Background: an optimization exercise with open tools, aiming at small area. Do not read the settings as production practice.
The RTL was checked by simulation tests, not by an equivalence proof against the original design.
Power figures rest on the tool's default switching activity, not on a simulated workload.

==> job 3386 <==
## clock_face_top
module clock_face_top (
  input  logic        vgaclk,
  input  logic        rst_n,
  input  logic [16:0] now,      
  output logic        hsync,
  output logic        vsync,
  output logic        sync_b,
  output logic [23:0] rgb       
);
  logic [9:0] hc, vc;
  logic [7:0] ady;
  logic       hsync_n, vsync_n, visible;
  logic [5:0] tick_second, tick_minute, tick_hour;
  logic       hit_second, hit_minute, hit_hour;
  vga_timing i_vga_timing (
    .vgaclk  (vgaclk),
    .rst_n   (rst_n),
    .hc      (hc),
    .vc      (vc),
    .hsync_n (hsync_n),
    .vsync_n (vsync_n),
    .visible (visible)
  );
  assign ady = vc[9] ? 8'(-vc) : vc[7:0];
  hand_angle i_hand_angle (
    .vgaclk      (vgaclk),
    .now         (now),
    .sample      (!vsync_n),
    .tick_second (tick_second),
    .tick_minute (tick_minute),
    .tick_hour   (tick_hour)
  );
  hand_raster i_hand_raster (
    .vgaclk      (vgaclk),
    .hc          (hc),
    .ady         (ady),
    .dyneg       (vc[9]),
    .tick_second (tick_second),
    .tick_minute (tick_minute),
    .tick_hour   (tick_hour),
    .hit_second  (hit_second),
    .hit_minute  (hit_minute),
    .hit_hour    (hit_hour)
  );
  face_composer i_face_composer (
    .hsync_n    (hsync_n),
    .vsync_n    (vsync_n),
    .visible    (visible),
    .hc         (hc),
    .ady        (ady),
    .hit_second (hit_second),
    .hit_minute (hit_minute),
    .hit_hour   (hit_hour),
    .hsync      (hsync),
    .vsync      (vsync),
    .sync_b     (sync_b),
    .rgb        (rgb)
  );
endmodule
==> module vga_timing, before the edit <==
module vga_timing (
  input  logic       vgaclk,
  input  logic       rst_n,
  output logic [9:0] hc,
  output logic [9:0] vc,        
  output logic       hsync_n,
  output logic       vsync_n,
  output logic       visible
);
  logic late;
  logic hvis, vvis;
  always_ff @(posedge vgaclk or negedge rst_n)
  begin
    if (!rst_n)
    begin
      hc <= 10'd582;              
      vc <= 10'(-277);            
    end
    else
    begin
      hc <= (hc == 10'd799) ? 10'd0 : hc + 10'd1;
      if (hc == 10'd479)
        vc <= (vc == 10'd247) ? 10'(-277) : vc + 10'd1;
    end
  end
  always_comb
  begin
    late    = (hc >= 10'd480) && (hc < 10'd584);
    hsync_n = !((hc >= 10'd592) && (hc < 10'd688));
    if (late)
      vsync_n = !((vc == 10'(-274)) || (vc == 10'(-273)));
    else
      vsync_n = !((vc == 10'(-275)) || (vc == 10'(-274)));
    hvis    = (hc >= 10'd736) || (hc < 10'd576);
    if (late)
      vvis = ($signed(vc) >= -10'sd239) && ($signed(vc) <= 10'sd240);
    else
      vvis = ($signed(vc) >= -10'sd240) && ($signed(vc) <= 10'sd239);
    visible = hvis && vvis;
  end
endmodule
==> module clock_face_top, before the edit <==
module clock_face_top (
  input  logic        vgaclk,
  input  logic        rst_n,
  input  logic [16:0] now,      
  output logic        hsync,
  output logic        vsync,
  output logic        sync_b,
  output logic [23:0] rgb       
);
  logic [9:0] hc, vc;
  logic [7:0] ady;
  logic       hsync_n, vsync_n, visible;
  logic [5:0] tick_second, tick_minute, tick_hour;
  logic       hit_second, hit_minute, hit_hour;
  vga_timing i_vga_timing (
    .vgaclk  (vgaclk),
    .rst_n   (rst_n),
    .hc      (hc),
    .vc      (vc),
    .hsync_n (hsync_n),
    .vsync_n (vsync_n),
    .visible (visible)
  );
  assign ady = vc[9] ? 8'(-vc) : vc[7:0];
  hand_angle i_hand_angle (
    .vgaclk      (vgaclk),
    .now         (now),
    .sample      (!vsync_n),
    .tick_second (tick_second),
    .tick_minute (tick_minute),
    .tick_hour   (tick_hour)
  );
  hand_raster i_hand_raster (
    .vgaclk      (vgaclk),
    .hc          (hc),
    .ady         (ady),
    .dyneg       (vc[9]),
    .tick_second (tick_second),
    .tick_minute (tick_minute),
    .tick_hour   (tick_hour),
    .hit_second  (hit_second),
    .hit_minute  (hit_minute),
    .hit_hour    (hit_hour)
  );
  face_composer i_face_composer (
    .hsync_n    (hsync_n),
    .vsync_n    (vsync_n),
    .visible    (visible),
    .hc         (hc),
    .ady        (ady),
    .hit_second (hit_second),
    .hit_minute (hit_minute),
    .hit_hour   (hit_hour),
    .hsync      (hsync),
    .vsync      (vsync),
    .sync_b     (sync_b),
    .rgb        (rgb)
  );
endmodule
==> module hand_angle, before the edit <==
module hand_angle (
  input  logic        vgaclk,
  input  logic [16:0] now,         
  input  logic        sample,
  output logic [5:0]  tick_second,
  output logic [5:0]  tick_minute,
  output logic [5:0]  tick_hour
);
  logic [16:0] now_q;
  logic [3:0]  hour12;
  logic [5:0]  hour5;
  logic [2:0]  min12;
  always_ff @(posedge vgaclk)
    if (sample)
      now_q <= now;
  always_comb
  begin
    hour12      = (now_q[16:12] >= 5'd12) ? 4'(now_q[16:12] - 5'd12) : now_q[15:12];
    hour5       = {hour12, 2'b00} + {2'b00, hour12};
    min12       = (now_q[11:6] >= 6'd48) ? 3'd4 :
                  (now_q[11:6] >= 6'd36) ? 3'd3 :
                  (now_q[11:6] >= 6'd24) ? 3'd2 :
                  (now_q[11:6] >= 6'd12) ? 3'd1 : 3'd0;
    tick_second = now_q[5:0];
    tick_minute = now_q[11:6];
    tick_hour   = hour5 + 6'(min12);
  end
endmodule
clock: 39.7 ns
lec_check: 0
abc_area: 1
cap_margin: 0
core_margin: 2
core_utilization: 62
cts_buf_list: sky130_fd_sc_hd__clkbuf_4 sky130_fd_sc_hd__clkbuf_8
cts_cluster_diameter: 60
cts_cluster_size: 20
gpl_timing_driven: 0
slew_margin: 0
standard.sh (not shown) runs the stock make flow with config.mk's settings and CLKGATE_MAP_FILE= SYNTH_SCRIPT=/design/flow/synth_recipe.tcl, a recipe that flattens the netlist after the stock synthesis.
==> flow/flow/run.sh <==
#!/bin/bash
# Own flow: the standard layout (standard.sh) with these changes:
#  - synthesis maps the logic with ABC alone: no Yosys full/half adder
#    extraction (ADDER_MAP_FILE empty) and an area-oriented ABC script
#    (flow/abc_area.script); register inference, names and cell types are
#    those of the standard synthesis
#  - the port buffers are the smallest buffer (buf_1)
#  - clock tree synthesis without dummy loads
#  - synthesis' pass-through buffers removed before placement (flow/pre_gpl.tcl)
set -euo pipefail
W=$PWD
rm -rf "$W/scripts_own"
mkdir -p "$W/scripts_own"
cp -r "$FLOW_HOME/scripts/." "$W/scripts_own/"
cp "$W/flow/abc_area.script" "$W/scripts_own/abc_area.script"
cp "$W/flow/abc_area.script" "$W/scripts_own/abc_speed.script"
# standard.sh's make line, run for the synthesis step with the two changes
MK=$(grep '^make ' "$W/standard.sh" | sed 's/"\${@:-finish}"//')
eval "$MK ADDER_MAP_FILE= SCRIPTS_DIR=$W/scripts_own synth" > "$W/synth_own.log" 2>&1
# everything after synthesis as standard, but for the port buffer cell and
# the clock tree options
export PRE_GLOBAL_PLACE_TCL="$W/flow/pre_gpl.tcl"
export BUFFER_PORTS_ARGS="-buffer_cell sky130_fd_sc_hd__buf_1"
export CTS_ARGS="-sink_clustering_enable -repair_clock_nets -sink_clustering_size 20 -sink_clustering_max_diameter 60 -buf_list sky130_fd_sc_hd__clkbuf_8 -dont_use_dummy_load"
bash "$W/standard.sh" finish > "$W/layout_std.log" 2>&1
==> flow/flow/abc_area.script <==
&get -n
&st
&deepsyn -T 60
&dch -f
&nf -R 1000
&put
mfs2
&get -n
&st
&dch -f
&nf -R 1000
&put
topo
==> flow/flow/pre_gpl.tcl <==
# before global placement: drop the buffers synthesis put on pass-through
# nets (the port buffers inserted next replace them), as the standard flow
# does when its placement is timing driven
remove_buffers
==> job 355: changes against job 3386 <==
--- a/flow/design.v
+++ b/flow/design.v
@@ -34,3 +34,4 @@
   output logic [9:0] hc,
-  output logic [9:0] vc,        
+  output logic       vneg,      
+  output logic [8:0] vmag,      
   output logic       hsync_n,
@@ -46,3 +47,4 @@
       hc <= 10'd582;              
-      vc <= 10'(-277);            
+      vneg <= 1'b1;               
+      vmag <= 9'd277;
     end
@@ -52,3 +54,20 @@
       if (hc == 10'd479)
-        vc <= (vc == 10'd247) ? 10'(-277) : vc + 10'd1;
+      begin
+        if (!vneg)
+        begin
+          if (vmag == 9'd247)
+          begin
+            vneg <= 1'b1;
+            vmag <= 9'd277;
+          end
+          else
+            vmag <= vmag + 9'd1;
+        end
+        else
+        begin
+          if (vmag == 9'd1)
+            vneg <= 1'b0;
+          vmag <= vmag - 9'd1;
+        end
+      end
     end
@@ -60,10 +79,7 @@
     if (late)
-      vsync_n = !((vc == 10'(-274)) || (vc == 10'(-273)));
+      vsync_n = !(vneg && ((vmag == 9'd274) || (vmag == 9'd273)));
     else
-      vsync_n = !((vc == 10'(-275)) || (vc == 10'(-274)));
+      vsync_n = !(vneg && ((vmag == 9'd275) || (vmag == 9'd274)));
     hvis    = (hc >= 10'd736) || (hc < 10'd576);
-    if (late)
-      vvis = ($signed(vc) >= -10'sd239) && ($signed(vc) <= 10'sd240);
-    else
-      vvis = ($signed(vc) >= -10'sd240) && ($signed(vc) <= 10'sd239);
+    vvis    = (vmag <= 9'd239) || ((vmag == 9'd240) && (late ^ vneg));
     visible = hvis && vvis;
@@ -543,3 +559,5 @@
 );
-  logic [9:0] hc, vc;
+  logic [9:0] hc;
+  logic       vneg;
+  logic [8:0] vmag;
   logic [7:0] ady;
@@ -552,3 +570,4 @@
     .hc      (hc),
-    .vc      (vc),
+    .vneg    (vneg),
+    .vmag    (vmag),
     .hsync_n (hsync_n),
@@ -557,3 +576,3 @@
   );
-  assign ady = vc[9] ? 8'(-vc) : vc[7:0];
+  assign ady = vmag[7:0];
   hand_angle i_hand_angle (
@@ -570,3 +589,3 @@
     .ady         (ady),
-    .dyneg       (vc[9]),
+    .dyneg       (vneg),
     .tick_second (tick_second),
==> job 9160: changes against job 3386 <==
--- a/flow/flow/run.sh
+++ b/flow/flow/run.sh
@@ -23,3 +23,3 @@
 export BUFFER_PORTS_ARGS="-buffer_cell sky130_fd_sc_hd__buf_1"
-export CTS_ARGS="-sink_clustering_enable -repair_clock_nets -sink_clustering_size 20 -sink_clustering_max_diameter 60 -buf_list sky130_fd_sc_hd__clkbuf_8 -dont_use_dummy_load"
+export CTS_ARGS="-sink_clustering_enable -repair_clock_nets -sink_clustering_size 20 -sink_clustering_max_diameter 60 -root_buf sky130_fd_sc_hd__clkbuf_8 -buf_list sky130_fd_sc_hd__clkbuf_4 -dont_use_dummy_load"
 bash "$W/standard.sh" finish > "$W/layout_std.log" 2>&1
==> job 6009: changes against job 3386 <==
--- a/flow/design.v
+++ b/flow/design.v
@@ -80,5 +80,20 @@
   logic [16:0] now_q;
-  logic [3:0]  hour12;
   logic [5:0]  hour5;
   logic [2:0]  min12;
+  function automatic logic [5:0] hour_base(input logic [4:0] h);
+    case (h)
+      5'd0,  5'd12: hour_base = 6'd0;
+      5'd1,  5'd13: hour_base = 6'd5;
+      5'd2,  5'd14: hour_base = 6'd10;
+      5'd3,  5'd15: hour_base = 6'd15;
+      5'd4,  5'd16: hour_base = 6'd20;
+      5'd5,  5'd17: hour_base = 6'd25;
+      5'd6,  5'd18: hour_base = 6'd30;
+      5'd7,  5'd19: hour_base = 6'd35;
+      5'd8,  5'd20: hour_base = 6'd40;
+      5'd9,  5'd21: hour_base = 6'd45;
+      5'd10, 5'd22: hour_base = 6'd50;
+      default:      hour_base = 6'd55;
+    endcase
+  endfunction
   always_ff @(posedge vgaclk)
@@ -88,4 +103,3 @@
   begin
-    hour12      = (now_q[16:12] >= 5'd12) ? 4'(now_q[16:12] - 5'd12) : now_q[15:12];
-    hour5       = {hour12, 2'b00} + {2'b00, hour12};
+    hour5       = hour_base(now_q[16:12]);
     min12       = (now_q[11:6] >= 6'd48) ? 3'd4 :
==> flow/run.sh (new file) <==
#!/bin/bash
# synth_recipe.tcl (not shown) runs the flow's synth.tcl, then flattens the netlist and writes it again
# the make line also repeats each setting of config.mk as NAME=value (left out here)
make -C /OpenROAD-flow-scripts/flow DESIGN_CONFIG=/design/flow/config.mk WORK_HOME=/design/flow/orfs CLKGATE_MAP_FILE= SYNTH_SCRIPT=/design/flow/synth_recipe.tcl finish
GPL_TIMING_DRIVEN = default   (was 0)
removed: flow/flow/run.sh
removed: flow/flow/abc_area.script
removed: flow/flow/pre_gpl.tcl
removed: flow/standard.sh
==> qor summary <==
item                                                                              job 9160        job 355                  job 3386                  job 6009
Run status                                                        timing/DRC/antenna clean  timing/DRC/antenna clean  timing/DRC/antenna clean  timing/DRC/antenna clean
Cell row count                                                                          41             41                        41                        45
Post-Place Setup Slack                                                            25650 ps       26500 ps                  25650 ps                  27010 ps
Leading cell type in the layout, fill and taps excluded           sky130_fd_sc_hd__nand2_1              -  sky130_fd_sc_hd__nand2_1  sky130_fd_sc_hd__nand2_1
Avg Cell Area, Syn                                                              8.56 sq um     8.64 sq um                8.56 sq um                7.36 sq um
Number of stages on the worst setup path                                                24             14                        24                        17
DIE WIDTH                                                                      117 microns    116 microns               117 microns               130 microns
Detailed-routing iteration count for the pre-antenna-repair pass                         5              5                         6                         5
Max stage delay on crit path                                                        770 ps         720 ps                    760 ps                    630 ps
Final worst slack                                                                 25120 ps       26340 ps                  25070 ps                  26530 ps
Non-clk invs                                                                            34             40                        34                       181
Arrival @ worst endpoint                                                           6640 ps        5420 ps                   6690 ps                   5230 ps
Net switching fraction of the power                                                  20.0%          19.5%                     19.7%                     22.4%
Final wirelength                                                             18700 microns  19200 microns             18900 microns             23500 microns
Met3 Wirelength                                                               1160 microns   1380 microns              1170 microns              1450 microns
Number of global-route vias before repair                                             6455           6359                      6513                      8197
Total number of vias                                                                  7026           6991                      7073                      8912
Tightest hold margin                                                                428 ps         446 ps                    440 ps                    445 ps

-- what the ideal ports hide --
In the flow no input, the clock included, has a driving cell. The finished layouts below were timed again as built, in two steps. Step 1 assumes that a clkbuf_16 drives the clock port and a buf_2 every other input. Step 2 times the ports against the registers' clock, not the clock port: input delays grow and output delays shrink by t, the midpoint of the rising clock arrivals with the driver on. a / b / c = ideal ports / drivers / drivers and shift; a / b = the first two.
run	shift t [ns]	setup slack, ns	worst slew at a driven data input, ns
job 3386	0.476	25.066 / 25.027 / 25.503	0.03
job 355	0.471	26.340 / 26.301 / 26.703	0.03
job 9160	0.442	25.118 / 25.079 / 25.521	0.03
job 6009	0.476	26.526 / 26.485 / 26.960	0.03
After both steps every run listed still meets setup and hold.
